What follows belongs to an exercise in optimizing a design on an open flow for small area, a short achievable clock period and few clock cycles; a production flow would make more cautious choices. Where RTL was checked, it was by simulation tests only, not by an equivalence proof against the original. Only the layout flow was run in runs 5 and 6; the RTL was not checked for function there. No activity file was given, so power comes from the tool's default toggle rates.

==> design.v <==
module mcu_test_sequencer #(
  parameter int unsigned DEPTH     = 64,
  parameter int unsigned ADDR_W    = $clog2(DEPTH),
  parameter int unsigned DATA_W    = 16,
  parameter bit          SIGN_EXT  = 1'b1,
  parameter int unsigned ROM_LAT   = 1,
  parameter logic [31:0] FINISH_PC = 32'h64,
  parameter int unsigned TIMEOUT   = 20'hFFFFF,
  parameter int unsigned CNT_W     = 20
) (
  input  logic              clk_sys,
  input  logic              rst_sync,
  input  logic              start,
  output logic [ADDR_W-1:0] rom_addr,
  input  logic [DATA_W-1:0] rom_rdata,
  output logic [ADDR_W-1:0] ram_addr,
  output logic              ram_we,
  output logic [DATA_W-1:0] ram_wdata,
  output logic              cpu_rst,
  input  logic [31:0]       cpu_pc,
  input  logic [31:0]       cpu_mem_addr,
  input  logic              cpu_mem_we,
  input  logic [31:0]       cpu_mem_wdata,
  output logic [31:0]       cpu_mem_rdata,
  output logic              busy,
  output logic              done,
  output logic              timeout_err,
  output logic [CNT_W-1:0]  cycle_cnt
);
  localparam logic [ADDR_W-1:0] IDX_LAST = ADDR_W'(DEPTH - 1);
  localparam logic [CNT_W-1:0]  RUN_LAST = CNT_W'(TIMEOUT - 1);
  localparam logic [31:0]       EXT_MASK =
    (DATA_W >= 32) ? 32'h0 : ~((32'h1 << DATA_W) - 32'h1);
  logic st_start_q, st_load_q, st_run_q, st_wb_q, st_done_q, st_err_q;
  logic st_start_d, st_load_d, st_run_d, st_wb_d, st_done_d, st_err_d;
  logic [ADDR_W-1:0] idx_q, idx_d;
  logic [CNT_W-1:0]  cnt_q, cnt_d;
  logic [7:0]        ilo_q, rhi_q, lhi_q;
  logic [31:0]       mem_q [DEPTH];
  logic [31:0]       ext_rdata;
  logic [31:0]       wdata;
  logic              cpu_in_range;
  logic              unused_byte_lane;
  logic              finish, tmo, go, idx_last, run_we;
  logic [5:0]        a;
  localparam int unsigned RD_SLICES = 8;
  localparam int unsigned RD_BITS   = 32 / RD_SLICES;
  logic [7:0]        sel_lo [RD_SLICES];
  logic [7:0]        sel_hi [RD_SLICES];
  logic [7:0]        wr_lo, wr_hi;
  logic [DEPTH-1:0]  wsel;
  logic [31:0]       rdata;
  assign ext_rdata = (SIGN_EXT && rom_rdata[DATA_W-1]) ? (32'(rom_rdata) | EXT_MASK)
                                                       : 32'(rom_rdata);
  assign a                = cpu_mem_addr[7:2];
  assign unused_byte_lane = ^cpu_mem_addr[1:0];
  mcu_test_sequencer_zero24 u_range (.x(cpu_mem_addr[31:8]), .zero(cpu_in_range));
  assign finish   = (cpu_pc == FINISH_PC);
  assign tmo      = (cnt_q == RUN_LAST);
  assign go       = (st_done_q | st_err_q) & start;
  assign idx_last = (idx_q == IDX_LAST);
  assign run_we   = st_run_q & cpu_mem_we;
  always_comb begin
    st_start_d = 1'b0;
    st_load_d  = go | st_start_q | (st_load_q & ~idx_last);
    st_run_d   = (st_load_q & idx_last) | (st_run_q & ~finish & ~tmo);
    st_wb_d    = (st_run_q & finish) | (st_wb_q & ~idx_last);
    st_done_d  = (st_wb_q & idx_last) | (st_done_q & ~start);
    st_err_d   = (st_run_q & ~finish & tmo) | (st_err_q & ~start);
  end
  always_comb begin
    idx_d = idx_q;
    if (st_start_q | go | ((st_load_q | st_wb_q) & ~idx_last) | (st_run_q & finish))
      idx_d = st_start_q ? '0 : idx_q + 1'b1;
  end
  always_comb begin
    cnt_d = cnt_q;
    if (st_load_q)     cnt_d = '0;
    else if (st_run_q) cnt_d = cnt_q + 1'b1;
  end
  for (genvar s = 0; s < RD_SLICES; s++) begin : g_slice
    mcu_test_sequencer_dec u_rd (.a(a), .en_lo(st_run_q), .en_hi(st_run_q), .ok(cpu_in_range),
                                 .alt_lo(ilo_q), .alt_hi(rhi_q),
                                 .sel_lo(sel_lo[s]), .sel_hi(sel_hi[s]));
  end
  mcu_test_sequencer_dec u_wr (.a(a), .en_lo(st_run_q), .en_hi(run_we), .ok(cpu_in_range),
                               .alt_lo(ilo_q), .alt_hi(lhi_q),
                               .sel_lo(wr_lo), .sel_hi(wr_hi));
  always_comb begin
    for (int i = 0; i < DEPTH; i++) wsel[i] = wr_lo[i % 8] & wr_hi[i / 8];
  end
  assign wdata = st_load_q ? ext_rdata : cpu_mem_wdata;
  for (genvar b = 0; b < 32; b++) begin : g_rd
    logic [7:0] grp_bit;
    for (genvar g = 0; g < 8; g++) begin : g_grp
      logic [7:0] word_bit;
      for (genvar j = 0; j < 8; j++) begin : g_w
        assign word_bit[j] = mem_q[8*g+j][b];
      end
      mcu_test_sequencer_ao8 u_lo (.sel(sel_lo[b / RD_BITS]), .d(word_bit), .y(grp_bit[g]));
    end
    mcu_test_sequencer_ao8 u_hi (.sel(sel_hi[b / RD_BITS]), .d(grp_bit), .y(rdata[b]));
  end
  always_ff @(posedge clk_sys or posedge rst_sync) begin
    if (rst_sync) begin
      st_start_q <= 1'b1;
      st_load_q  <= 1'b0;
      st_run_q   <= 1'b0;
      st_wb_q    <= 1'b0;
      st_done_q  <= 1'b0;
      st_err_q   <= 1'b0;
      ilo_q      <= '0;
      rhi_q      <= '0;
      lhi_q      <= '0;
    end else begin
      st_start_q <= st_start_d;
      st_load_q  <= st_load_d;
      st_run_q   <= st_run_d;
      st_wb_q    <= st_wb_d;
      st_done_q  <= st_done_d;
      st_err_q   <= st_err_d;
      for (int j = 0; j < 8; j++) begin
        ilo_q[j] <= ~st_run_d & (idx_d[2:0] == 3'(j));
        rhi_q[j] <= st_wb_d   & (idx_d[5:3] == 3'(j));
        lhi_q[j] <= st_load_d & (idx_d[5:3] == 3'(j));
      end
    end
  end
  always_ff @(posedge clk_sys) begin
    idx_q <= idx_d;
    cnt_q <= cnt_d;
  end
  always_ff @(posedge clk_sys) begin
    for (int i = 0; i < DEPTH; i++)
      if (wsel[i]) mem_q[i] <= wdata;
  end
  assign rom_addr      = st_start_q ? '0 : idx_q + 1'b1;
  assign ram_addr      = idx_q;
  assign ram_wdata     = rdata[DATA_W-1:0];
  assign cpu_mem_rdata = rdata;
  assign ram_we        = st_wb_q;
  assign cpu_rst       = ~st_run_q;
  assign busy          = st_load_q | st_run_q | st_wb_q;
  assign done          = st_done_q;
  assign timeout_err   = st_err_q;
  assign cycle_cnt     = cnt_q;
endmodule
module mcu_test_sequencer_ao8 (
  input  logic [7:0] sel,
  input  logic [7:0] d,
  output logic       y
);
  assign y = |(sel & d);
endmodule
module mcu_test_sequencer_dec (
  input  logic [5:0] a,
  input  logic       en_lo,
  input  logic       en_hi,
  input  logic       ok,
  input  logic [7:0] alt_lo,
  input  logic [7:0] alt_hi,
  output logic [7:0] sel_lo,
  output logic [7:0] sel_hi
);
  always_comb begin
    for (int j = 0; j < 8; j++) begin
      sel_lo[j] = (en_lo & (a[2:0] == 3'(j))) | alt_lo[j];
      sel_hi[j] = (en_hi & ok & (a[5:3] == 3'(j))) | alt_hi[j];
    end
  end
endmodule
module mcu_test_sequencer_zero24 (
  input  logic [23:0] x,
  output logic        zero
);
  assign zero = ~|x;
endmodule
==> flow/run.sh <==
#!/bin/bash
# Standard layout, with the ports buffered by plain buffers (buf_1) instead of
# the default delay buffers.
set -euo pipefail
bash standard.sh "BUFFER_PORTS_ARGS=-buffer_cell sky130_fd_sc_hd__buf_1" finish > standard_flow.log 2>&1
==> standard.sh <==
#!/bin/bash
# synth_recipe.tcl (not shown) runs the flow's synth.tcl, then flattens the netlist and writes it again
# the make line also repeats each setting of config.mk as NAME=value (left out here)
make -C /OpenROAD-flow-scripts/flow DESIGN_CONFIG=/design/flow/config.mk WORK_HOME=/design/flow/orfs CLKGATE_MAP_FILE= SYNTH_SCRIPT=/design/flow/synth_recipe.tcl "${@:-finish}"
==> config.mk <==
export PLATFORM = sky130hd
export DESIGN_NAME = mcu_test_sequencer
export DESIGN_NICKNAME = mcu_test_sequencer
export VERILOG_FILES = /design/flow/design.v
export SDC_FILE = /design/flow/constraint.sdc
export NUM_CORES = 4
export LEC_CHECK = 0
export CAP_MARGIN = 20
export CORE_MARGIN = 2
export CORE_UTILIZATION = 45
export CTS_CLUSTER_DIAMETER = 100
export CTS_CLUSTER_SIZE = 24
export PLACE_DENSITY = 0.6
export SETUP_SLACK_MARGIN = 2.0
export SLEW_MARGIN = 20
export SYNTH_HIERARCHICAL = 1
==> constraint.sdc <==
create_clock -name core_clock -period 6.5 [get_ports {clk_sys}]
set_input_delay 1.3000 -clock core_clock [delete_from_list [all_inputs] [get_ports {clk_sys}]]
set_output_delay 1.3000 -clock core_clock [all_outputs]
set_load 0.01 [all_outputs]
==> results of run 1 <==
-- cell families (layout without fill, tap and decap cells) --
| logic type | count (synthesis) | count (layout) | synth area share |
|---|---|---|---|
| xor gates and xnor gates | 20 | 20 | 0.002257 |
| adders and majority gates | 3 | 3 | 0.0004836 |
| AOI/OAI and AO/OA | 1340 | 1359 | 0.1323 |
| buffers and inverters | 98 | 680 | 0.005883 |
| other | 1 | 11 | 0.00004831 |
| muxes | 27 | 27 | 0.003804 |
| and+or+nand+nor | 555 | 555 | 0.04660 |
| DFF | 2104 | 2104 | 0.8086 |
-- routing by layer --
layer / routed length (µm) / part of all wire / up-vias / GRT usage
met5: 109 / 0.00044 / - / 0
met4: 11960 / 0.048 / 14 / 0.1132
met3: 25600 / 0.10 / 468 / 0.05122
met2: 116500 / 0.47 / 2832 / 0.4357
met1: 95780 / 0.38 / 24510 / 0.3790
li1: - / - / 19090 / -
-- power by group --
| part | internal [W] | total, W | switching (W) |
|---|---|---|---|
| Combinational | 0.000507 | 0.00167 | 0.00116 |
| Clock | 0.00295 | 0.00710 | 0.00415 |
| Sequential | 0.0149 | 0.0150 | 0.0000522 |
-- modules after synthesis (local to each module, per instance) --
module                     area, µm²  times used  cells  flops+latches
mcu_test_sequencer             65080           1   2456           2104
mcu_test_sequencer_ao8         36.28         288      5              0
mcu_test_sequencer_zero24      57.56           1      9              0
mcu_test_sequencer_dec         226.5           9     27              0
-- sequential cells by signal (all words and copies together), names as in the netlist, 6 cells and up --
register,flops
ilo_q,8
rhi_q,8
mem_q,2048
cnt_q,20
idx_q,6
lhi_q,8
-- how the worst min path moves through the flow --
stage / endpoint / cells after the start
after detailed placement: cnt_q[6] / 2
after global routing: cnt_q[19] / 2
after floorplan: cnt_q[14] / 2
final: cnt_q[11] / 2
after global placement: cnt_q[14] / 2
after CTS: lhi_q[7] / 3
-- worst register-to-register path, delay by kind of cell (launching register included) --
family,cells,cell delay [ns]
compound gates,1,0.52
buf+inv,2,0.89
simple gates,3,1.16
flops,1,0.54
-- through the flow --
| stage | instances | hold slack, ns | utilization |
|---|---|---|---|
| final | 7069 | 0.5509 | 0.5184 |
| after global routing | 7059 | 0.5883 | 0.5183 |
| after CTS | 7029 | 0.5474 | 0.5127 |
| after detailed placement | 6791 | 0.5394 | 0.4827 |
| after global placement | 6789 | 0.5150 | 0.4824 |
| after floorplan | 4148 | 0.5350 | - |
-- what timing repair did --
| action | in CTS | in global routing |
|---|---|---|
| pin swaps | 76 | 66 |
| setup endpoints to repair | 48 | 48 |
| setup buffers | 56 | 21 |
| gates resized for setup | 270 | 126 |
| cloned | 21 | 8 |
-- synth_stat cells, types with 10 or more instances --
| master | number | area (µm²) |
|---|---|---|
| a22oi_1 | 1152 | 8648 |
| a31o_1 | 36 | 315.3 |
| a41o_2 | 27 | 304.0 |
| and2_1 | 67 | 419.2 |
| buf_4 | 17 | 127.6 |
| clkbuf_1 | 10 | 37.54 |
| dfrtp_1 | 29 | 725.7 |
| dfxtp_1 | 26 | 520.5 |
| edfxtp_1 | 2048 | 61500 |
| inv_1 | 63 | 236.5 |
| mux2_2 | 15 | 168.9 |
| nand2_1 | 27 | 101.4 |
| nand2b_1 | 20 | 125.1 |
| nand4_1 | 298 | 1864 |
| nor2_1 | 42 | 157.7 |
| nor3_1 | 15 | 75.07 |
| nor4_1 | 15 | 93.84 |
| o21ai_0 | 20 | 100.1 |
| o21bai_1 | 55 | 412.9 |
| o31ai_2 | 18 | 225.2 |
| xnor2_1 | 11 | 96.34 |
-- area by class of cell --
type | instances | area [µm²] | share of cell area
Clock inverter | 10 | 158.9 | 0.001787
Timing Repair Buffer | 454 | 3679 | 0.04136
Inverter | 65 | 255.2 | 0.002870
Clock buffer | 151 | 2694 | 0.03029
Tap cell | 2310 | 2890 | 0.03250
Sequential cell | 2104 | 62790 | 0.7060
Antenna cell | 10 | 25.02 | 0.0002814
Multi-Input combinational cell | 1965 | 16440 | 0.1849
==> run notes, run 1 <==
minimum clock period 4.806 ns; syn_nets 4,267; Routed WL per cell 35.35 µm; share of layout cells above drive strength 1 0.1701; r2r setup slk 2.95 ns; total number of vias 46,910; Die ar. 175,800 µm²; mean post-synth cell area 18.71 µm²; CTS H-tree depth 3; final worst-path setup slack 1.694 ns; Die Ht 419.3 µm; Clock transition at path regs 0.07 ns; vias in the first global route 43,720; Lkg Pwr 27.20 nW; Design Area, Final 88,930 µm²; number of port buffers 198; Fin. Hold Viols 0; pre-CTS setup slack 0.8832 ns; cell count after synthesis 4,148; run status timing/DRC/antenna clean; Area Growth Syn to Fin 14.56%; Final Cycle Share 0.7393; worst endpoint required time 5.20 ns; DP Area 82,800 µm²; Detail Route Antenna Nets 0; critical path's top delay family simple AND/OR/NAND/NOR gates; initial antenna violation count 8; clock latency on the worst-skew pair 0.79 ns; reg2reg end mem_q[23][1]; critical path's slowest cell nor4_2; site row count 152; total of warnings raised by yosys 12; CTS Hold Bufs 0; Max IR drop VDD 0.2410 mV; CP Max Fanout 8; grt total ovfl 0; Slew Viols, Final 0; final total power 0.02377 W; clock sinks 2,104; global-route wire length before repair 339,600 µm; crit path to cpu_mem_rdata[2]; commonest non-fill, non-tap cell in the layout edfxtp_1; commonest non-fill, non-tap cells in the layout 2,048 x edfxtp_1, 1,056 x a22oi_1, 298 x nand4_1, 177 x buf_4, 150 x buf_1; Die W 419.3 µm; FFs w/ async S/R, synth 0.01426; slew of the pin with the lowest slew margin 1.218 ns; Worst Reg-to-Reg Cells 6; Post-synth EDFFs 2,048; # IOs 201; CTS buffer count 99; drt first-iter violations 6,661; sequential share of the synthesized area 0.8086; Crit. path cell count 12; Worst setup EP type primary output; Via density 6.636; Final TNS setup 0 ns; GPL Wtd Cong 0.8791; largest net degree at the start of global routing 65; RSZ-0062 raised after global routing yes; post-DP HPWL 137,400 µm; Yosys reg bits 2,104; Tot GR Track Use 0.2760; Yosys cell types 70; max incr delay on CP 0.28 ns; Rel. slew slack 0.1879; Achievable Freq 0.2081 GHz; critical path cell sequence buf_1 -> nor4_2 -> nand4_1 -> nor2_4 -> buf_12 -> buf_16 -> nand3b_4 -> buf_12 -> o21bai_4 -> a22oi_2 -> nand4_1 -> buf_2; max_cap viols 0; crit path DAT 3.51 ns; pwr/cell area 267.3 nW/µm²; CORE AREA 171,500 µm²; reg2reg start st_run_q; Worst Path Class, Setup primary input to primary output; clock root buffer clkbuf_16; CP Launch Point cpu_mem_addr[22]; CTS tree done; Buf+Inv Stages, Crit Path 5; routed wire length 249,900 µm; hold crit path type flop to flop; Initial Util 0.4525; residual DRC count 0; clk_skew 0.05480 ns; Detailed Routing Iterations Pass 1 7; Layout Nets 4,808; ys flop type edfxtp_1; Worst setup SP type primary input; fill cell count 13,690; area of the mapped netlist 77,630 µm²; HP Start cnt_q[11]; final setup vio count 0; worst-case clock buffer depth 3
Testbench counts, summed over its fixed seeds: cycles 14,809.
==> inputs of run 2 (changes only) <==
--- a/config.mk
+++ b/config.mk
@@ -7,10 +7,9 @@
 export LEC_CHECK = 0
 export CAP_MARGIN = 20
 export CORE_MARGIN = 2
-export CORE_UTILIZATION = 45
+export CORE_UTILIZATION = 50
 export CTS_CLUSTER_DIAMETER = 100
 export CTS_CLUSTER_SIZE = 24
-export PLACE_DENSITY = 0.6
-export SETUP_SLACK_MARGIN = 2.0
+export SETUP_SLACK_MARGIN = 1.8
 export SLEW_MARGIN = 20
 export SYNTH_HIERARCHICAL = 1
==> run 2 against run 1 <==
Worst setup slack improved by 0.0058 ns. Die area fell by 9.9%. Cell count fell by 4.0%. Largest cell class unchanged. Critical endpoint is now cpu_mem_rdata[4]. First-iteration DRC count fell by 0.69%. Combinational power barely moved. Global-route usage rose by 2.7 points.
==> run notes, run 2 <==
RSZ-0062 raised after global routing yes (unchanged); Tot GR Track Use 0.3025 (was 0.2760); residual DRC count 0 (unchanged); Detailed Routing Iterations Pass 1 6 (was 7); Detail Route Antenna Nets 0 (unchanged); cell accounting for the most synthesized area edfxtp_1 (unchanged); Lkg Pwr 27.10 nW (was 27.20 nW); critical path's top delay family buffers and inverters (was simple AND/OR/NAND/NOR gates); Via density 6.902 (was 6.636); largest net degree at the start of global routing 65 (unchanged); Buf+Inv Stages, Crit Path 6 (was 5); vias in the first global route 43,200 (was 43,720); drt first-iter violations 6,615 (was 6,661); hold crit path type flop to flop (unchanged); Biggest register mem_q (unchanged); commonest cells in the netlist 2,048 x edfxtp_1, 1,152 x a22oi_1, 298 x nand4_1 (unchanged); critical path cell sequence clkbuf_16 -> buf_4 -> buf_12 -> clkinvlp_4 -> a31o_4 -> buf_12 -> a22oi_2 -> nand4_1 -> a22oi_2 -> nand4_1 -> buf_2 (was buf_1 -> nor4_2 -> nand4_1 -> nor2_4 -> buf_12 -> buf_16 -> nand3b_4 -> buf_12 -> o21bai_4 -> a22oi_2 -> nand4_1 -> buf_2); post-DP HPWL 137,900 µm (was 137,400 µm); Final TNS setup 0 ns (unchanged); Worst Path Class, Setup primary input to primary output (unchanged); mean post-synth cell area 18.71 µm² (unchanged); GPL Wtd Cong 0.8575 (was 0.8791); CORE AREA 154,000 µm² (was 171,500 µm²); cell count of the worst hold path 1 (was 2); global-route wire length before repair 335,200 µm (was 339,600 µm); Max IR drop VDD 0.2061 mV (was 0.2410 mV); sequential share of the synthesized area 0.8086 (unchanged); FFs w/ async S/R, synth 0.01426 (unchanged); Layout Nets 4,798 (was 4,808); share of layout cells above drive strength 1 0.1663 (was 0.1701); number of port buffers 198 (unchanged); minimum clock period 4.800 ns (was 4.806 ns); top-area cell type share of the netlist area 0.7922 (unchanged); worst-case clock buffer depth 3 (unchanged); reg2reg end lhi_q[1] (was mem_q[23][1]); Area Growth Syn to Fin 14.00% (was 14.56%); Routed WL per cell 36.89 µm (was 35.35 µm); CTS buffer count 98 (was 99); initial antenna violation count 8 (unchanged); syn_nets 4,267 (unchanged); Crit. path cell count 11 (was 12); Hold Slack 0.5434 ns (was 0.5509 ns); Die W 398.0 µm (was 419.3 µm); Yosys reg bits 2,104 (unchanged); slew of the pin with the lowest slew margin 1.200 ns (was 1.218 ns); final setup vio count 0 (unchanged); Die ar. 158,400 µm² (was 175,800 µm²); r2r setup slk 2.82 ns (was 2.95 ns); run status timing/DRC/antenna clean (unchanged); ranking of synthesized cells by area edfxtp_1 79%, a22oi_1 11%, nand4_1 2.4% (unchanged); Post-synth EDFFs 2,048 (unchanged); Clock transition at path regs 0.10 ns (was 0.07 ns); crit path DAT 3.50 ns (was 3.51 ns); Fin. Hold Viols 0 (unchanged); Achievable Freq 0.2083 GHz (was 0.2081 GHz); reg2reg start idx_q[0] (was st_run_q); clock root buffer clkbuf_16 (unchanged); CP Launch Point cpu_mem_addr[2] (was cpu_mem_addr[22]); Slew Viols, Final 0 (unchanged); grt total ovfl 0 (unchanged); Yosys cell types 70 (unchanged); Worst setup EP type primary output (unchanged); ys flop type edfxtp_1 (unchanged); site row count 144 (was 152); Final Core Density 0.5745 (was 0.5184); CTS tree done (unchanged); clk_skew 0.02922 ns (was 0.05480 ns); Initial Util 0.5039 (was 0.4525); critical path's slowest cell a31o_4 (was nor4_2); CTS Hold Bufs 0 (unchanged); commonest non-fill, non-tap cells in the layout 2,048 x edfxtp_1, 1,055 x a22oi_1, 298 x nand4_1, 159 x buf_1, 159 x buf_4 (was 2,048 x edfxtp_1, 1,056 x a22oi_1, 298 x nand4_1, 177 x buf_4, 150 x buf_1); total number of vias 46,830 (was 46,910); max incr delay on CP 0.30 ns (was 0.28 ns); area of the mapped netlist 77,630 µm² (unchanged); worst endpoint required time 5.20 ns (about the same); Worst Reg-to-Reg Cells 7 (was 6); clock latency on the worst-skew pair 0.75 ns (was 0.79 ns); routed wire length 250,300 µm (was 249,900 µm); count leader, synth edfxtp_1 (unchanged); crit path to cpu_mem_rdata[4] (was cpu_mem_rdata[2]); pwr/cell area 267.6 nW/µm² (was 267.3 nW/µm²); total of warnings raised by yosys 12 (unchanged); clock sinks 2,104 (unchanged); # IOs 201 (unchanged); commonest non-fill, non-tap cell in the layout edfxtp_1 (unchanged); max reg flops 2,048 (unchanged); cell count after synthesis 4,148 (unchanged); CTS H-tree depth 3 (unchanged); Rel. slew slack 0.1998 (was 0.1879); Die Ht 398.0 µm (was 419.3 µm); CP Max Fanout 16 (was 8); Worst setup SP type primary input (unchanged); top flop regs mem_q (2048), cnt_q (20) (unchanged); Final Cycle Share 0.7385 (was 0.7393); max_cap viols 0 (unchanged)
-- run 2: cell counts after synthesis --
No cell type changed its count.
-- run 2: worst register-to-register path: cells and delay by family (launching register included) --
| family | cells | cell delay (ns) |
|---|---|---|
| fa+ha+maj | 1 | 0.40 |
| buf+inv | 1 | 0.25 |
| flops | 1 | 0.55 |
| mux | 1 | 0.66 |
| simple gates | 4 | 1.65 |
-- run 2: where the power goes --
part / internal (W) / switching [W]
clock: 0.00293 / 0.00408
sequential: 0.0149 / 0.0000537
combinational: 0.000516 / 0.00115
total: 0.0184 / 0.00529
-- run 2: modules after synthesis (local to each module, per instance) --
module                     cells  times used
mcu_test_sequencer_ao8         5         288
mcu_test_sequencer          2456           1
mcu_test_sequencer_dec        27           9
mcu_test_sequencer_zero24      9           1
-- run 2: how the worst min path moves through the flow --
| stage | endpoint | startpoint | slack, ns |
|---|---|---|---|
| finish | st_done_q | st_done_q | 0.54 |
| detailed placement | st_done_q | st_done_q | 0.52 |
| CTS | st_done_q | st_done_q | 0.55 |
| global placement | cnt_q[14] | cnt_q[14] | 0.51 |
| global route | st_done_q | st_done_q | 0.58 |
| floorplan | cnt_q[14] | cnt_q[14] | 0.54 |
-- run 2: cell type report --
cell class                      count  area (µm²)
Fill cell                       11610       65550
Sequential cell                  2104       62790
Multi-Input combinational cell   1959       16270
Timing Repair Buffer              451        3815
Clock buffer                      150        2733
Tap cell                         2044        2557
Inverter                           65       259.0
Clock inverter                      4       56.30
Antenna cell                        9       22.52
-- run 2: repair_timing --
action | CTS | global route
setup buffers | 19 | 51
cloned | 9 | 19
gates resized for setup | 190 | 215
setup endpoints to repair | 48 | 48
pin swaps | 27 | 77
-- run 2: layer usage --
| metal | vias up | GRT usage | share of wire |
|---|---|---|---|
| li1 | 19050 | - | - |
| met1 | 24310 | 0.4334 | 0.39 |
| met2 | 3015 | 0.4588 | 0.45 |
| met3 | 452 | 0.07372 | 0.12 |
| met4 | 4 | 0.09713 | 0.037 |
| met5 | - | 0 | 0.00010 |
-- run 2: stage by stage --
stage / cells / setup WS (ns) / total power (W) / area (µm²)
after floorplan: 4148 / 1.930 / 0.01608 / 77640
after global placement: 6522 / 0.9778 / 0.01672 / 82560
after detailed placement: 6524 / 0.9272 / 0.01675 / 82620
after CTS: 6706 / 1.759 / 0.02360 / 86810
after global routing: 6779 / 1.663 / 0.02428 / 88480
final: 6786 / 1.700 / 0.02368 / 88500
-- run 2: logic make-up (layout without fill, tap and decap cells) --
| family | count (synthesis) | in the layout | share of synthesized area |
|---|---|---|---|
| buf+inv | 98 | 670 | 0.005883 |
| other cells | 1 | 10 | 0.00004831 |
| xor+xnor | 20 | 20 | 0.002257 |
| compound gates | 1340 | 1353 | 0.1323 |
| simple gates | 555 | 555 | 0.04660 |
| flops | 2104 | 2104 | 0.8086 |
| mux | 27 | 27 | 0.003804 |
| fa+ha+maj | 3 | 3 | 0.0004836 |
==> inputs of run 3 (changes only) <==
--- a/config.mk
+++ b/config.mk
@@ -10,6 +10,7 @@
 export CORE_UTILIZATION = 50
 export CTS_CLUSTER_DIAMETER = 100
 export CTS_CLUSTER_SIZE = 24
-export SETUP_SLACK_MARGIN = 1.8
+export GPL_ROUTABILITY_DRIVEN = 0
+export SETUP_SLACK_MARGIN = 2.0
 export SLEW_MARGIN = 20
 export SYNTH_HIERARCHICAL = 1
==> run 3 against run 2 <==
Still clean. Non-clock buffer count increased by 1. Sequential power about the same. Clock-buffer cell count decreased by 36. First-iteration DRC count decreased by 3.1%. Synthesized area unchanged. Die area unchanged. Critical path type unchanged.
==> run notes, run 3 <==
vias in the first global route 43,300 (was 43,200); Final TNS setup 0 ns (unchanged); Final Cycle Share 0.7265 (was 0.7385); site row count 144 (unchanged); worst endpoint required time 5.20 ns (about the same); Worst Path Class, Setup primary input to primary output (unchanged); Worst Reg-to-Reg Cells 7 (unchanged); reg2reg start st_run_q (was idx_q[0]); Rel. slew slack 0.1408 (was 0.1998); CTS buffer count 97 (was 98); HP Start cnt_q[11] (was st_done_q); total number of vias 46,700 (was 46,830); syn_nets 4,267 (unchanged); Design Area, Final 88,390 µm² (was 88,500 µm²); max_cap viols 0 (unchanged); sequential share of the synthesized area 0.8086 (unchanged); run status timing/DRC/antenna clean (unchanged); Worst setup EP type primary output (unchanged); Placed Cells incl. Taps 6,532 (was 6,524); max reg flops 2,048 (unchanged); residual DRC count 0 (unchanged); cell accounting for the most synthesized area edfxtp_1 (unchanged); ranking of synthesized cells by area edfxtp_1 79%, a22oi_1 11%, nand4_1 2.4% (unchanged); reg2reg end mem_q[22][0] (was lhi_q[1]); clock group share of total power 0.292 (was 0.296); Final Non-Filler Cells 6,765 (was 6,786); hold crit path type flop to flop (unchanged); cell count after synthesis 4,148 (unchanged); Worst setup SP type primary input (unchanged); r2r setup slk 2.59 ns (was 2.82 ns); Post-synth EDFFs 2,048 (unchanged); CTS tree done (unchanged); met3 global-route usage 0.06779 (was 0.07372); CTS H-tree depth 3 (unchanged); Die ar. 158,400 µm² (unchanged); slew of the pin with the lowest slew margin 1.289 ns (was 1.200 ns); Hold Slack 0.5521 ns (was 0.5434 ns); initial antenna violation count 10 (was 8); commonest non-fill, non-tap cells in the layout 2,048 x edfxtp_1, 1,041 x a22oi_1, 298 x nand4_1, 174 x buf_4, 143 x buf_1 (was 2,048 x edfxtp_1, 1,055 x a22oi_1, 298 x nand4_1, 159 x buf_1, 159 x buf_4); met1 Usage GRT 0.4258 (was 0.4334); Routed WL per cell 35.90 µm (was 36.89 µm); Yosys reg bits 2,104 (unchanged); top flop regs mem_q (2048), cnt_q (20) (unchanged); cell count of the worst hold path 2 (was 1); Slew Viols, Final 0 (unchanged); Detailed Routing Iterations Pass 1 5 (was 6); FFs w/ async S/R, synth 0.01426 (unchanged); pwr/cell area 265.7 nW/µm² (was 267.6 nW/µm²); top-area cell type share of the netlist area 0.7922 (unchanged); ys flop type edfxtp_1 (unchanged); DP Area 82,480 µm² (was 82,620 µm²); total of warnings raised by yosys 12 (unchanged); RSZ-0062 raised after global routing yes (unchanged); clock latency on the worst-skew pair 0.76 ns (was 0.75 ns); final setup vio count 0 (unchanged); grt total ovfl 0 (unchanged); area of the mapped netlist 77,630 µm² (unchanged); Logic pwr share 0.069 (was 0.071); minimum clock period 4.722 ns (was 4.800 ns); clock root buffer clkbuf_16 (unchanged); Biggest register mem_q (unchanged); number of port buffers 198 (unchanged); drt first-iter violations 6,410 (was 6,615); worst-case clock buffer depth 3 (unchanged); CORE AREA 154,000 µm² (unchanged); routing usage on met2 0.4486 (was 0.4588); Clock transition at path regs 0.10 ns (about the same); clock sinks 2,104 (unchanged); Lkg Pwr 27.09 nW (was 27.10 nW); Via density 6.903 (was 6.902); clk_skew 0.03707 ns (was 0.02922 ns); Tot GR Track Use 0.2960 (was 0.3025); crit path DAT 3.42 ns (was 3.50 ns); CP Max Fanout 16 (unchanged); Worst Hold Endpoint cnt_q[11] (was st_done_q); # IOs 201 (unchanged); Die Ht 398.0 µm (unchanged); Initial Util 0.5039 (unchanged); Internal 0.01832 W (was 0.01839 W); commonest non-fill, non-tap cell in the layout edfxtp_1 (unchanged); global-route wire length before repair 329,900 µm (was 335,200 µm); largest net degree at the start of global routing 65 (unchanged); Max IR drop VDD 0.2038 mV (was 0.2061 mV); commonest cells in the netlist 2,048 x edfxtp_1, 1,152 x a22oi_1, 298 x nand4_1 (unchanged); Net Sw Power 0.005166 W (was 0.005291 W); grt peak-use layer met2 (unchanged); Yosys cell types 70 (unchanged); share of layout cells above drive strength 1 0.1746 (was 0.1663); mean post-synth cell area 18.71 µm² (unchanged); count leader, synth edfxtp_1 (unchanged); Reg power frac 0.639 (was 0.633); post-DP HPWL 133,100 µm (was 137,900 µm); Fin. Hold Viols 0 (unchanged); Achievable Freq 0.2118 GHz (was 0.2083 GHz); Die W 398.0 µm (unchanged); Layout Nets 4,798 (unchanged); Detail Route Antenna Nets 0 (unchanged); Area Growth Syn to Fin 13.87% (was 14.00%); routed wire length 242,900 µm (was 250,300 µm); Sw Ratio 0.2200 (was 0.2234)
[run 3: what timing repair did]
item,4_1_cts,5_1_grt
gates cloned,10,15
setup buffers,35,32
endpoints found under the setup margin,48,48
resized for setup,286,174
pin swaps,66,73
hold buffers,0,0
[run 3: per-module statistics from Yosys, one instance, submodules excluded]
module	flops+latches	cell area [µm²]
mcu_test_sequencer	2104	65080
mcu_test_sequencer_ao8	0	36.28
mcu_test_sequencer_dec	0	226.5
mcu_test_sequencer_zero24	0	57.56
[run 3: area by class of cell]
class,instances,area (µm²)
antenna,25,62.56
clock buffer,114,2640
clock inverter,2,13.76
fill,11510,65650
inverter,65,251.5
multi-input combinational,1959,16460
sequential,2104,62790
tap,2044,2557
timing repair buffer,452,3621
[run 3: power by group through the flow]
stage               Clock [W]  Combinational (W)  Sequential, W
finish                0.00686            0.00162         0.0150
global route          0.00738            0.00171         0.0150
CTS                   0.00693            0.00152         0.0150
detailed placement          0            0.00142         0.0153
global placement            0            0.00139         0.0153
floorplan                   0           0.000781         0.0153
[run 3: cell families after synthesis]
group,count (synthesis),synth area share
other cells,1,0.00004831
flops,2104,0.8086
mux,27,0.003804
xor+xnor,20,0.002257
fa+ha+maj,3,0.0004836
compound gates,1340,0.1323
simple gates,555,0.04660
buf+inv,98,0.005883
[run 3: worst max path at each step]
stage                           startpoint                 to  depth (start not counted)
after global routing      cpu_mem_addr[31]  cpu_mem_rdata[31]                         11
after floorplan           cpu_mem_addr[29]       ram_wdata[0]                          8
final                      cpu_mem_addr[4]  cpu_mem_rdata[16]                          9
after CTS                 cpu_mem_addr[31]      ram_wdata[15]                         11
after detailed placement   cpu_mem_addr[4]   cpu_mem_rdata[0]                         10
after global placement     cpu_mem_addr[2]  cpu_mem_rdata[16]                         10
[run 3: per-stage QoR]
step	util	worst slack, ns	power (W)
finish	0.5738	1.778	0.02348
global route	0.5736	1.720	0.02409
CTS	0.5649	1.747	0.02345
detailed placement	0.5354	0.8383	0.01672
global placement	0.5354	0.9131	0.01669
floorplan	-	1.950	0.01607
[run 3: worst max-delay path: stages]
cell,delay (ns)
clkbuf_16,0.16
buf_12,0.16
buf_12,0.15
a41o_4,0.41
a22oi_1,0.20
nand4_1,0.28
a22oi_2,0.27
nand4_1,0.24
buf_2,0.23
[run 3: layer usage]
metal	routed length [µm]	vias up
met5	74	-
met4	9024	6
met3	28070	453
met2	110000	2983
met1	95680	24230
li1	-	19030
==> inputs of run 4 (changes only) <==
--- a/config.mk
+++ b/config.mk
@@ -6,11 +6,11 @@
 export NUM_CORES = 4
 export LEC_CHECK = 0
 export CAP_MARGIN = 20
+export CORE_ASPECT_RATIO = 0.7
 export CORE_MARGIN = 2
 export CORE_UTILIZATION = 50
 export CTS_CLUSTER_DIAMETER = 100
 export CTS_CLUSTER_SIZE = 24
-export GPL_ROUTABILITY_DRIVEN = 0
 export SETUP_SLACK_MARGIN = 2.0
 export SLEW_MARGIN = 20
 export SYNTH_HIERARCHICAL = 1
==> run 4 against run 3 <==
Still clean on timing, DRC and antenna. Clock power about the same. Via count up 3.8%. Final area up 1.8%. Combinational power up 15%. Clock skew up 0.0076 ns. Critical path depth up 1. Utilization up 1.2 points. Sequential cell count unchanged. Critical path type unchanged.
==> run notes, run 4 <==
run status timing/DRC/antenna clean (unchanged); cell count of the worst hold path 2 (unchanged); site row count 120 (was 144); global-route wire length before repair 346,700 µm (was 329,900 µm); Slew Viols, Final 0 (unchanged); Via density 7.055 (was 6.903); largest net degree at the start of global routing 65 (unchanged); CTS H-tree depth 3 (unchanged); critical path's top delay family buffers and inverters (was compound AO/OA/AOI/OAI gates); ys flop type edfxtp_1 (unchanged); Worst setup EP type primary output (unchanged); Post-synth EDFFs 2,048 (unchanged); Rel. slew slack 0.2063 (was 0.1408); reg2reg start st_run_q (unchanged); Detailed Routing Iterations Pass 1 5 (unchanged); Final Core Density 0.5857 (was 0.5738); initial antenna violation count 9 (was 10); area of the mapped netlist 77,630 µm² (unchanged); Yosys cell types 70 (unchanged); fill cell count 11,380 (was 11,510); clk_skew 0.04467 ns (was 0.03707 ns); cell count after synthesis 4,148 (unchanged); Worst Hold Endpoint cnt_q[14] (was cnt_q[11]); Die ar. 158,500 µm² (was 158,400 µm²); Die W 475.0 µm (was 398.0 µm); Biggest register mem_q (unchanged); # IOs 201 (unchanged); critical path cell sequence clkbuf_8 -> buf_4 -> a31o_4 -> buf_12 -> buf_4 -> a22oi_1 -> nand4_1 -> a22oi_2 -> nand4_1 -> buf_2 (was clkbuf_16 -> buf_12 -> buf_12 -> a41o_4 -> a22oi_1 -> nand4_1 -> a22oi_2 -> nand4_1 -> buf_2); worst-case clock buffer depth 3 (unchanged); Clock transition at path regs 0.10 ns (about the same); Fin. Hold Viols 0 (unchanged); hold crit path type flop to flop (unchanged); FFs w/ async S/R, synth 0.01426 (unchanged); Tot GR Track Use 0.3127 (was 0.2960); Routed WL per cell 37.87 µm (was 35.90 µm); commonest non-fill, non-tap cell in the layout edfxtp_1 (unchanged); Worst Reg-to-Reg Cells 6 (was 7); Final TNS setup 0 ns (unchanged); Die Ht 333.7 µm (was 398.0 µm); Detail Route Antenna Nets 0 (unchanged); worst endpoint required time 5.20 ns (about the same); slew of the pin with the lowest slew margin 1.191 ns (was 1.289 ns); max_cap viols 0 (unchanged); Final Cycle Share 0.7326 (was 0.7265); crit path DAT 3.46 ns (was 3.42 ns); drt first-iter violations 8,091 (was 6,410); top flop regs mem_q (2048), cnt_q (20) (unchanged); Yosys reg bits 2,104 (unchanged); total of warnings raised by yosys 12 (unchanged); critical path's slowest cell a22oi_2 (was a41o_4); minimum clock period 4.762 ns (was 4.722 ns); ranking of synthesized cells by area edfxtp_1 79%, a22oi_1 11%, nand4_1 2.4% (unchanged); max reg flops 2,048 (unchanged); number of port buffers 198 (unchanged); total number of vias 48,470 (was 46,700); r2r setup slk 2.96 ns (was 2.59 ns); residual DRC count 0 (unchanged); max incr delay on CP 0.30 ns (was 0.41 ns); final setup vio count 0 (unchanged); Achievable Freq 0.2100 GHz (was 0.2118 GHz); RSZ-0062 raised after global routing yes (unchanged); mean post-synth cell area 18.71 µm² (unchanged); top-area cell type share of the netlist area 0.7922 (unchanged); pwr/cell area 264.1 nW/µm² (was 265.7 nW/µm²); Crit. path cell count 10 (was 9); CTS buffer count 97 (unchanged); Worst setup SP type primary input (unchanged); HP Start cnt_q[14] (was cnt_q[11]); clock latency on the worst-skew pair 0.79 ns (was 0.76 ns); routed wire length 260,200 µm (was 242,900 µm); Initial Util 0.5054 (was 0.5039); GPL Wtd Cong 0.8471; grt total ovfl 0 (unchanged); clock root buffer clkbuf_16 (unchanged); commonest cells in the netlist 2,048 x edfxtp_1, 1,152 x a22oi_1, 298 x nand4_1 (unchanged); CORE AREA 153,600 µm² (was 154,000 µm²); vias in the first global route 44,340 (was 43,300); syn_nets 4,267 (unchanged); count leader, synth edfxtp_1 (unchanged); Lkg Pwr 27.72 nW (was 27.09 nW); cell accounting for the most synthesized area edfxtp_1 (unchanged); share of layout cells above drive strength 1 0.2023 (was 0.1746); commonest non-fill, non-tap cells in the layout 2,048 x edfxtp_1, 976 x a22oi_1, 298 x nand4_1, 203 x buf_4, 176 x a22oi_2 (was 2,048 x edfxtp_1, 1,041 x a22oi_1, 298 x nand4_1, 174 x buf_4, 143 x buf_1); reg2reg end mem_q[54][21] (was mem_q[22][0]); CTS tree done (unchanged); CP Max Fanout 9 (was 16); Area Growth Syn to Fin 15.89% (was 13.87%); Max IR drop VDD 0.2304 mV (was 0.2038 mV); post-DP HPWL 139,100 µm (was 133,100 µm); sequential share of the synthesized area 0.8086 (unchanged); Layout Nets 4,875 (was 4,798); Buf+Inv Stages, Crit Path 5 (was 4); clock sinks 2,104 (unchanged); Worst Path Class, Setup primary input to primary output (unchanged)
-- run 4: routing by layer --
metal  track usage  up-vias  share of wire
li1              -    19250              -
met1        0.4662    25180           0.39
met5      0.005483        -        0.00046
met2        0.4517     3498           0.44
met3       0.06859      538           0.13
met4        0.1164        2          0.043
-- run 4: worst max path at each step --
stage	end	slack [ns]	from
detailed placement	cpu_mem_rdata[5]	0.94	cpu_mem_addr[2]
CTS	cpu_mem_rdata[17]	1.76	cpu_mem_addr[4]
global route	cpu_mem_rdata[19]	1.68	cpu_mem_addr[4]
global placement	ram_wdata[6]	1.02	cpu_mem_addr[2]
floorplan	ram_wdata[0]	1.95	cpu_mem_addr[29]
finish	cpu_mem_rdata[6]	1.74	cpu_mem_addr[2]
-- run 4: worst min-delay path, stage by stage (launching register included) --
cell and delay (ns):
dfxtp_1 0.36, o21ai_0 0.09, a21oi_1 0.06
-- run 4: cell families after synthesis --
family / after synthesis / share of synthesized area
other cells: 1 / 0.00004831
xor+xnor: 20 / 0.002257
flops: 2104 / 0.8086
fa+ha+maj: 3 / 0.0004836
compound gates: 1340 / 0.1323
mux: 27 / 0.003804
simple gates: 555 / 0.04660
buf+inv: 98 / 0.005883
-- run 4: cell type report --
cell class / count / area [µm²] / area share
diodes: 6 / 15.01 / 0.0001669
flip-flops and latches: 2104 / 62790 / 0.6979
inverters: 65 / 270.3 / 0.003004
multi-input cells: 1974 / 17050 / 0.1895
clock buffers: 130 / 2636 / 0.02930
well taps: 2074 / 2595 / 0.02885
clock inverters: 3 / 26.28 / 0.0002921
repair buffers: 514 / 4587 / 0.05099
-- run 4: Yosys stat by module (local to each module, per instance) --
module                     area, µm²  flops+latches
mcu_test_sequencer_zero24      57.56              0
mcu_test_sequencer             65080           2104
mcu_test_sequencer_ao8         36.28              0
mcu_test_sequencer_dec         226.5              0
-- run 4: timing repair --
action / in CTS / in global routing
resized for setup: 397 / 167
cloned: 31 / 22
buffers inserted: 69 / 30
endpoints found under the setup margin: 48 / 48
endpoints found under the hold margin: 0 / 0
hold buffers: 0 / 0
pin swaps: 129 / 147
-- run 4: power breakdown --
group,switching [W],internal [W],leakage (nW)
clock,0.00404,0.00285,1.29
combinational,0.00126,0.000603,7.38
sequential,0.0000544,0.0149,19.0
-- run 4: stage by stage --
stage / instance area (µm²) / setup WS (ns) / hold WS, ns / power [W] / instances
floorplan: 77720 / 1.950 / 0.5350 / 0.01607 / 4148
global placement: 82680 / 1.024 / 0.5141 / 0.01674 / 6578
detailed placement: 82680 / 0.9414 / 0.5211 / 0.01676 / 6578
CTS: 88550 / 1.757 / 0.5451 / 0.02362 / 6811
global route: 89950 / 1.684 / 0.5793 / 0.02430 / 6866
finish: 89960 / 1.738 / 0.5445 / 0.02376 / 6870
==> inputs of run 5 (changes only) <==
--- a/design.v
+++ b/design.v
@@ -109,9 +109,6 @@
       st_wb_q    <= 1'b0;
       st_done_q  <= 1'b0;
       st_err_q   <= 1'b0;
-      ilo_q      <= '0;
-      rhi_q      <= '0;
-      lhi_q      <= '0;
     end else begin
       st_start_q <= st_start_d;
       st_load_q  <= st_load_d;
@@ -119,16 +116,16 @@
       st_wb_q    <= st_wb_d;
       st_done_q  <= st_done_d;
       st_err_q   <= st_err_d;
-      for (int j = 0; j < 8; j++) begin
-        ilo_q[j] <= ~st_run_d & (idx_d[2:0] == 3'(j));
-        rhi_q[j] <= st_wb_d   & (idx_d[5:3] == 3'(j));
-        lhi_q[j] <= st_load_d & (idx_d[5:3] == 3'(j));
-      end
     end
   end
   always_ff @(posedge clk_sys) begin
     idx_q <= idx_d;
     cnt_q <= cnt_d;
+    for (int j = 0; j < 8; j++) begin
+      ilo_q[j] <= ~st_run_d & (idx_d[2:0] == 3'(j));
+      rhi_q[j] <= st_wb_d   & (idx_d[5:3] == 3'(j));
+      lhi_q[j] <= st_load_d & (idx_d[5:3] == 3'(j));
+    end
   end
   always_ff @(posedge clk_sys) begin
     for (int i = 0; i < DEPTH; i++)
--- a/config.mk
+++ b/config.mk
@@ -6,7 +6,6 @@
 export NUM_CORES = 4
 export LEC_CHECK = 0
 export CAP_MARGIN = 20
-export CORE_ASPECT_RATIO = 0.7
 export CORE_MARGIN = 2
 export CORE_UTILIZATION = 50
 export CTS_CLUSTER_DIAMETER = 100
==> run 5 against run 4 <==
Sequential power about the same. Total power shrank 0.70%. First-iteration DRC count fell by 11%.
==> run notes, run 5 <==
slew of the pin with the lowest slew margin 1.223 ns (was 1.191 ns); Rel. slew slack 0.1846 (was 0.2063); Detail Route Antenna Nets 0 (unchanged); worst endpoint required time 5.20 ns (about the same); crit-path most repeated cell nand4_1; worst-case clock buffer depth 3 (unchanged); Final TNS setup 0 ns (unchanged); CP Launch Point cpu_mem_addr[4] (was cpu_mem_addr[2]); Die Ht 397.3 µm (was 333.7 µm); top flop regs mem_q (2048), cnt_q (20) (unchanged); Die ar. 157,900 µm² (was 158,500 µm²); syn_nets 4,253 (was 4,267); clock root buffer clkbuf_16 (unchanged); CP Max Fanout 32 (was 9); grt total ovfl 0 (unchanged); vias in the first global route 43,490 (was 44,340); largest net degree at the start of global routing 65 (unchanged); Post-synth EDFFs 2,048 (unchanged); Yosys cell types 60 (was 70); Slew Viols, Final 0 (unchanged); run status timing/DRC/antenna clean (unchanged); drt first-iter violations 7,168 (was 8,091); max_cap viols 0 (unchanged); post-DP HPWL 135,300 µm (was 139,100 µm); Via density 6.941 (was 7.055); Initial Util 0.5027 (was 0.5054); commonest cells in the netlist 2,048 x edfxtp_1, 1,152 x a22oi_1, 297 x nand4_1 (was 2,048 x edfxtp_1, 1,152 x a22oi_1, 298 x nand4_1); minimum clock period 4.861 ns (was 4.762 ns); share of layout cells above drive strength 1 0.1801 (was 0.2023); CTS H-tree depth 3 (unchanged); ranking of synthesized cells by area edfxtp_1 80%, a22oi_1 11%, nand4_1 2.4% (was edfxtp_1 79%, a22oi_1 11%, nand4_1 2.4%); FFs w/ async S/R, synth 0.002852 (was 0.01426); hold crit path type primary input to async pin (was flop to flop); Clock transition at path regs 0.10 ns (about the same); residual DRC count 0 (unchanged); total number of vias 46,900 (was 48,470); GPL Wtd Cong 0.8562 (was 0.8471); initial antenna violation count 11 (was 9); Routed WL per cell 36.90 µm (was 37.87 µm); sequential share of the synthesized area 0.8099 (was 0.8086); critical path's slowest cell a22oi_2 (unchanged); reg2reg start st_run_q (unchanged); Biggest register mem_q (unchanged); Tot GR Track Use 0.3068 (was 0.3127); # IOs 201 (unchanged); Worst setup EP type primary output (unchanged); pwr/cell area 266.2 nW/µm² (was 264.1 nW/µm²); Yosys reg bits 2,104 (unchanged); area of the mapped netlist 77,360 µm² (was 77,630 µm²); clock sinks 2,104 (unchanged); Die W 397.3 µm (was 475.0 µm); top-area cell type share of the netlist area 0.7950 (was 0.7922); site row count 144 (was 120); Layout Nets 4,794 (was 4,875); cell count after synthesis 4,134 (was 4,148); clock latency on the worst-skew pair 0.75 ns (was 0.79 ns); critical path cell sequence clkbuf_16 -> buf_16 -> nor2b_4 -> a31o_1 -> buf_12 -> a22oi_1 -> nand4_1 -> a22oi_2 -> nand4_1 -> buf_2 (was clkbuf_8 -> buf_4 -> a31o_4 -> buf_12 -> buf_4 -> a22oi_1 -> nand4_1 -> a22oi_2 -> nand4_1 -> buf_2); mean post-synth cell area 18.71 µm² (about the same); commonest non-fill, non-tap cells in the layout 2,048 x edfxtp_1, 1,013 x a22oi_1, 297 x nand4_1, 165 x buf_4, 153 x buf_1 (was 2,048 x edfxtp_1, 976 x a22oi_1, 298 x nand4_1, 203 x buf_4, 176 x a22oi_2); final setup vio count 0 (unchanged); Worst Path Class, Setup primary input to primary output (unchanged); RSZ-0062 raised after global routing yes (unchanged); Worst Reg-to-Reg Cells 6 (unchanged); global-route wire length before repair 338,600 µm (was 346,700 µm); Achievable Freq 0.2057 GHz (was 0.2100 GHz); max reg flops 2,048 (unchanged); ys flop type edfxtp_1 (unchanged); count leader, synth edfxtp_1 (unchanged); Lkg Pwr 27.03 nW (was 27.72 nW); CTS buffer count 98 (was 97); clk_skew 0.03177 ns (was 0.04467 ns); routed wire length 249,300 µm (was 260,200 µm); CTS Hold Bufs 0 (unchanged); CTS tree done (unchanged); number of port buffers 198 (unchanged); Area Growth Syn to Fin 14.54% (was 15.89%); CORE AREA 153,900 µm² (was 153,600 µm²); Final Cycle Share 0.7478 (was 0.7326); commonest non-fill, non-tap cell in the layout edfxtp_1 (unchanged); crit path DAT 3.56 ns (was 3.46 ns); max incr delay on CP 0.31 ns (was 0.30 ns); cell accounting for the most synthesized area edfxtp_1 (unchanged); Detailed Routing Iterations Pass 1 5 (unchanged); Fin. Hold Viols 0 (unchanged); Hold Slack 0.4176 ns (was 0.5445 ns); Worst setup SP type primary input (unchanged); Max IR drop VDD 0.2073 mV (was 0.2304 mV); total of warnings raised by yosys 12 (unchanged)
-- run 5: logic make-up after synthesis --
family	share of synthesized area
mux	0.004157
compound gates	0.1326
other cells	0.00004848
xor+xnor	0.002491
simple gates	0.04456
flops	0.8099
fa+ha+maj	0.0004853
buf+inv	0.005742
-- run 5: through the flow --
stage | util | cell area (µm²) | instances | power, W | worst slack, ns
6_report | 0.5759 | 88610 | 6758 | 0.02359 | 1.639
5_1_grt | 0.5757 | 88580 | 6747 | 0.02416 | 1.645
4_1_cts | 0.5701 | 87720 | 6727 | 0.02354 | 1.715
3_5_place_dp | 0.5359 | 82460 | 6531 | 0.01674 | 0.8655
3_3_place_gp | 0.5356 | 82410 | 6529 | 0.01671 | 0.9027
2_1_floorplan | - | 77370 | 4134 | 0.01606 | 1.957
-- run 5: layout make-up --
type	instances	area, µm²
fill	11580	65260
sequential	2104	62670
multi-input combinational	1945	16360
timing repair buffer	460	4078
tap	2044	2557
clock buffer	118	2549
inverter	66	262.8
clock inverter	9	101.3
antenna	12	30.03
-- run 5: worst paths after layout --
kind | slack (ns) | endpoint
hold reg to reg | 0.50 | cnt_q[11]
min in group core_clock | 0.50 | cnt_q[11]
setup / recovery | 1.64 | cpu_mem_rdata[13]
max in group asynchronous | 5.82 | st_start_q
hold / removal | 0.42 | st_load_q
setup reg to reg | 2.53 | mem_q[22][9]
-- run 5: layer usage --
metal  GRT usage  part of all wire
met5           0           0.00020
met3     0.06750              0.12
met4      0.1110             0.036
met2      0.4592              0.45
met1      0.4453              0.39
-- run 5: timing repair --
| item | CTS | global route |
|---|---|---|
| resized for setup | 343 | 121 |
| setup buffers | 42 | 11 |
| setup endpoints to repair | 48 | 48 |
| pin swaps | 111 | 81 |
| gates cloned | 27 | 8 |
-- run 5: worst max-delay path, delay by kind of cell --
kind,cells,cell delay (ns)
AO/OA/AOI/OAI,3,0.78
buffers and inverters,4,0.82
AND/OR/NAND/NOR,3,0.60
-- run 5: modules after synthesis, one instance, submodules excluded --
module / times used / flops+latches / cells / area [µm²]
mcu_test_sequencer: 1 / 2104 / 2442 / 64810
mcu_test_sequencer_ao8: 288 / 0 / 5 / 36.28
mcu_test_sequencer_dec: 9 / 0 / 27 / 226.5
mcu_test_sequencer_zero24: 1 / 0 / 9 / 57.56
-- run 5: power breakdown --
group / switching, W / internal [W]
Clock: 0.00408 / 0.00280
Sequential: 0.0000591 / 0.0149
Combinational: 0.00117 / 0.000544
Total: 0.00530 / 0.0183
==> inputs of run 6 (changes only) <==
--- a/design.v
+++ b/design.v
@@ -50,6 +50,7 @@
   logic [7:0]        wr_lo, wr_hi;
   logic [DEPTH-1:0]  wsel;
   logic [31:0]       rdata;
+  logic [DATA_W-1:0] wb_rdata;
   assign ext_rdata = (SIGN_EXT && rom_rdata[DATA_W-1]) ? (32'(rom_rdata) | EXT_MASK)
                                                        : 32'(rom_rdata);
   assign a                = cpu_mem_addr[7:2];
@@ -100,6 +101,9 @@
       mcu_test_sequencer_ao8 u_lo (.sel(sel_lo[b / RD_BITS]), .d(word_bit), .y(grp_bit[g]));
     end
     mcu_test_sequencer_ao8 u_hi (.sel(sel_hi[b / RD_BITS]), .d(grp_bit), .y(rdata[b]));
+    if (b < DATA_W) begin : g_wb
+      mcu_test_sequencer_ao8 u_wb (.sel(rhi_q), .d(grp_bit), .y(wb_rdata[b]));
+    end
   end
   always_ff @(posedge clk_sys or posedge rst_sync) begin
     if (rst_sync) begin
@@ -133,7 +137,7 @@
   end
   assign rom_addr      = st_start_q ? '0 : idx_q + 1'b1;
   assign ram_addr      = idx_q;
-  assign ram_wdata     = rdata[DATA_W-1:0];
+  assign ram_wdata     = wb_rdata;
   assign cpu_mem_rdata = rdata;
   assign ram_we        = st_wb_q;
   assign cpu_rst       = ~st_run_q;
==> run 6 against run 5 <==
Still clean on timing, DRC and antenna. Sequential cell count is the same. Clock skew increased by 0.019 ns. Fmax increased by 1.2%. Synthesized area up 0.60%. Clock-buffer cell count is 2 higher. Critical path type unchanged. Largest cell class unchanged.
==> run notes, run 6 <==
CORE AREA 154,200 µm² (was 153,900 µm²); ranking of synthesized cells by area edfxtp_1 79%, a22oi_1 12%, nand4_1 2.5% (was edfxtp_1 80%, a22oi_1 11%, nand4_1 2.4%); commonest non-fill, non-tap cell in the layout edfxtp_1 (unchanged); CTS Hold Bufs 0 (unchanged); ys flop type edfxtp_1 (unchanged); Layout Nets 4,997 (was 4,794); Lkg Pwr 28.05 nW (was 27.03 nW); # IOs 201 (unchanged); critical path's slowest cell nand4_1 (was a22oi_2); final setup vio count 0 (unchanged); Die Ht 398.5 µm (was 397.3 µm); total of warnings raised by yosys 12 (unchanged); top-area cell type share of the netlist area 0.7903 (was 0.7950); RSZ-0062 raised after global routing yes (unchanged); Worst setup SP type primary input (unchanged); Die ar. 158,800 µm² (was 157,900 µm²); Detail Route Antenna Nets 0 (unchanged); commonest non-fill, non-tap cells in the layout 2,048 x edfxtp_1, 965 x a22oi_1, 313 x nand4_1, 251 x a22oi_2, 207 x buf_4 (was 2,048 x edfxtp_1, 1,013 x a22oi_1, 297 x nand4_1, 165 x buf_4, 153 x buf_1); clk_skew 0.05110 ns (was 0.03177 ns); cell accounting for the most synthesized area edfxtp_1 (unchanged); Die W 398.5 µm (was 397.3 µm); Area Growth Syn to Fin 17.76% (was 14.54%); clock sinks 2,104 (unchanged); Via density 7.193 (was 6.941); Final TNS setup 0 ns (unchanged); Biggest register mem_q (unchanged); max_cap viols 0 (unchanged); clock root buffer clkbuf_16 (unchanged); routing usage on met2 0.4891 (was 0.4592); cell count after synthesis 4,198 (was 4,134); Final Cycle Share 0.7389 (was 0.7478); total number of vias 50,040 (was 46,900); share of layout cells above drive strength 1 0.2263 (was 0.1801); syn_nets 4,317 (was 4,253); residual DRC count 0 (unchanged); Max IR drop VDD 0.2041 mV (was 0.2073 mV); crit path DAT 3.50 ns (was 3.56 ns); Hold Slack 0.3947 ns (was 0.4176 ns); global-route wire length before repair 355,400 µm (was 338,600 µm); hold crit path type primary input to async pin (unchanged); top flop regs mem_q (2048), cnt_q (20) (unchanged); run status timing/DRC/antenna clean (unchanged); CTS buffer count 97 (was 98); critical path cell sequence clkbuf_8 -> buf_4 -> a31o_4 -> buf_4 -> a22oi_1 -> nand4_1 -> a22oi_2 -> nand4_1 -> buf_2 (was clkbuf_16 -> buf_16 -> nor2b_4 -> a31o_1 -> buf_12 -> a22oi_1 -> nand4_1 -> a22oi_2 -> nand4_1 -> buf_2); post-DP HPWL 135,900 µm (was 135,300 µm); Clock transition at path regs 0.10 ns (about the same); vias in the first global route 45,950 (was 43,490); Slew Viols, Final 0 (unchanged); mean post-synth cell area 18.54 µm² (was 18.71 µm²); number of port buffers 198 (unchanged); commonest cells in the netlist 2,048 x edfxtp_1, 1,216 x a22oi_1, 313 x nand4_1 (was 2,048 x edfxtp_1, 1,152 x a22oi_1, 297 x nand4_1); site row count 144 (unchanged); GPL Wtd Cong 0.8338 (was 0.8562); fill cell count 11,310 (was 11,580); pwr/cell area 260.3 nW/µm² (was 266.2 nW/µm²); Rel. slew slack 0.1421 (was 0.1846); met1 Usage GRT 0.4546 (was 0.4453); CP Max Fanout 9 (was 32); initial antenna violation count 8 (was 11); largest net degree at the start of global routing 65 (unchanged); slew of the pin with the lowest slew margin 1.287 ns (was 1.223 ns); CTS tree done (unchanged); clock latency on the worst-skew pair 0.78 ns (was 0.75 ns); Post-synth EDFFs 2,048 (unchanged); count leader, synth edfxtp_1 (unchanged); worst-case clock buffer depth 3 (unchanged); drt first-iter violations 7,986 (was 7,168); minimum clock period 4.803 ns (was 4.861 ns); Routed WL per cell 38.57 µm (was 36.90 µm); grt peak-use layer met2 (unchanged); Detailed Routing Iterations Pass 1 6 (was 5); max incr delay on CP 0.38 ns (was 0.31 ns); Achievable Freq 0.2082 GHz (was 0.2057 GHz); Initial Util 0.5046 (was 0.5027); routed wire length 268,300 µm (was 249,300 µm); max reg flops 2,048 (unchanged); worst endpoint required time 5.20 ns (about the same); area of the mapped netlist 77,820 µm² (was 77,360 µm²); Yosys cell types 60 (unchanged); Worst setup EP type primary output (unchanged); sequential share of the synthesized area 0.8051 (was 0.8099); met3 global-route usage 0.06416 (was 0.06750); Tot GR Track Use 0.3201 (was 0.3068); Fin. Hold Viols 0 (unchanged); CTS H-tree depth 3 (unchanged); Yosys reg bits 2,104 (unchanged); Worst Path Class, Setup primary input to primary output (unchanged); FFs w/ async S/R, synth 0.002852 (unchanged); grt total ovfl 0 (unchanged)
## run 6: cell count changes after synthesis, sizes merged
cell | before | now
a22oi | 1152 | 1216
buf | 22 | 6
nand4 | 297 | 313
## run 6: Yosys stat by module, one instance, submodules excluded
| module | cell area [µm²] | times used |
|---|---|---|
| mcu_test_sequencer | 64690 | 1 |
| mcu_test_sequencer_zero24 | 57.56 | 1 |
| mcu_test_sequencer_dec | 226.5 | 9 |
| mcu_test_sequencer_ao8 | 36.28 | 304 |
## run 6: layer usage
layer,vias to the layer above,share of wire,wire [µm]
li1,19760,-,-
met5,-,0.00048,129
met1,25870,0.37,100300
met3,685,0.13,34180
met2,3723,0.46,122100
met4,6,0.043,11520
## run 6: final cells by class
cell class,instances,area [µm²],area share
inverters,66,289.0,0.003154
well taps,2044,2557,0.02791
repair buffers,552,5260,0.05740
clock buffers,120,2556,0.02789
multi-input cells,2057,18190,0.1985
flip-flops and latches,2104,62680,0.6840
clock inverters,7,82.58,0.0009012
diodes,6,15.01,0.0001638
## run 6: critical path, delay by kind of cell
family	cells	cell delay, ns
compound gates	3	0.72
buf+inv	4	0.80
simple gates	2	0.67
## run 6: power breakdown
| part | leakage [nW] | switching, W | internal, W |
|---|---|---|---|
| logic | 7.83 | 0.00135 | 0.000637 |
| registers | 18.9 | 0.0000403 | 0.0149 |
| clock network | 1.28 | 0.00408 | 0.00279 |
## run 6: cell families (layout without fill, tap and decap cells)
logic type,Yosys count,after routing,synth area share
AO/OA/AOI/OAI,1401,1446,0.1380
XOR/XNOR,22,22,0.002476
adder cells (fa/ha/maj),3,3,0.0004824
buffers and inverters,82,745,0.004164
flip-flops,2104,2104,0.8051
multiplexers,29,29,0.004132
other,1,7,0.00004819
AND/OR/NAND/NOR,556,556,0.04558
## run 6: path summary, 6_finish.rpt
check                                      from       endpoint  slack [ns]  depth (start not counted)
worst max-delay path            cpu_mem_addr[3]  ram_wdata[12]        1.70                          9
worst min-delay path                   rst_sync      st_done_q        0.39                          2
worst max register to register         st_run_q   mem_q[20][7]        2.64                          9
worst min register to register        cnt_q[11]      cnt_q[11]        0.52                          2
max in group asynchronous              rst_sync     st_start_q        5.84                          2
min in group core_clock               cnt_q[11]      cnt_q[11]        0.52                          2
## run 6: what timing repair did
item | in CTS | in global routing
gates cloned | 48 | 32
pin swaps | 137 | 245
buffers inserted | 91 | 53
gates resized for setup | 376 | 353
setup endpoints to repair | 89 | 48
## run 6: through the flow
step / setup slack (ns) / power [W] / cells / utilization / cell area [µm²]
floorplan: 2.097 / 0.01609 / 4198 / - / 77830
global placement: 0.8726 / 0.01678 / 6599 / 0.5378 / 82950
detailed placement: 0.8192 / 0.01680 / 6599 / 0.5378 / 82950
CTS: 1.750 / 0.02364 / 6865 / 0.5776 / 89090
global route: 1.605 / 0.02439 / 6950 / 0.5941 / 91620
finish: 1.697 / 0.02385 / 6956 / 0.5942 / 91640

==> port drivers added, routing unchanged <==
The results above use ideal ports. As a check the final layouts listed here were re-extracted and re-timed, cells and wires unchanged.
Step 1 sets driving cells, clkbuf_16 on the clock port and buf_2 on the other inputs (assumed; they add their load-dependent delay and slew).
Step 2 adds t to the input delays and takes it off the output delays; t is the mean of the earliest and latest rising clock arrival at the registers after step 1. Input paths then give back, and output paths get back, about the clock's delay inside the block.
a / b / c = ideal ports / drivers / drivers and shift; a / b = the first two.
run | shift t [ns] | setup WS [ns] | hold slack, ns | worst setup path after step 2
run 1 | 0.843 | 1.694 / 1.442 / 1.442 | 0.551 / 0.524 / 0.551 | input to output
run 2 | 0.822 | 1.700 / 1.457 / 1.457 | 0.543 / 0.543 / 0.543 | input to output
run 3 | 0.827 | 1.778 / 1.417 / 1.417 | 0.552 / 0.516 / 0.552 | input to output
run 4 | 0.851 | 1.738 / 1.492 / 1.492 | 0.544 / 0.544 / 0.544 | input to output
run 5 | 0.834 | 1.639 / 1.349 / 1.349 | 0.418 / 0.353 / 0.505 | input to output
run 6 | 0.838 | 1.697 / 1.315 / 1.315 | 0.395 / 0.340 / 0.517 | input to output
After both steps setup and hold are still met in every run listed. For run 6, which loses most, drivers alone change the setup slack by -0.382 ns; drivers and shift together by -0.382 ns.
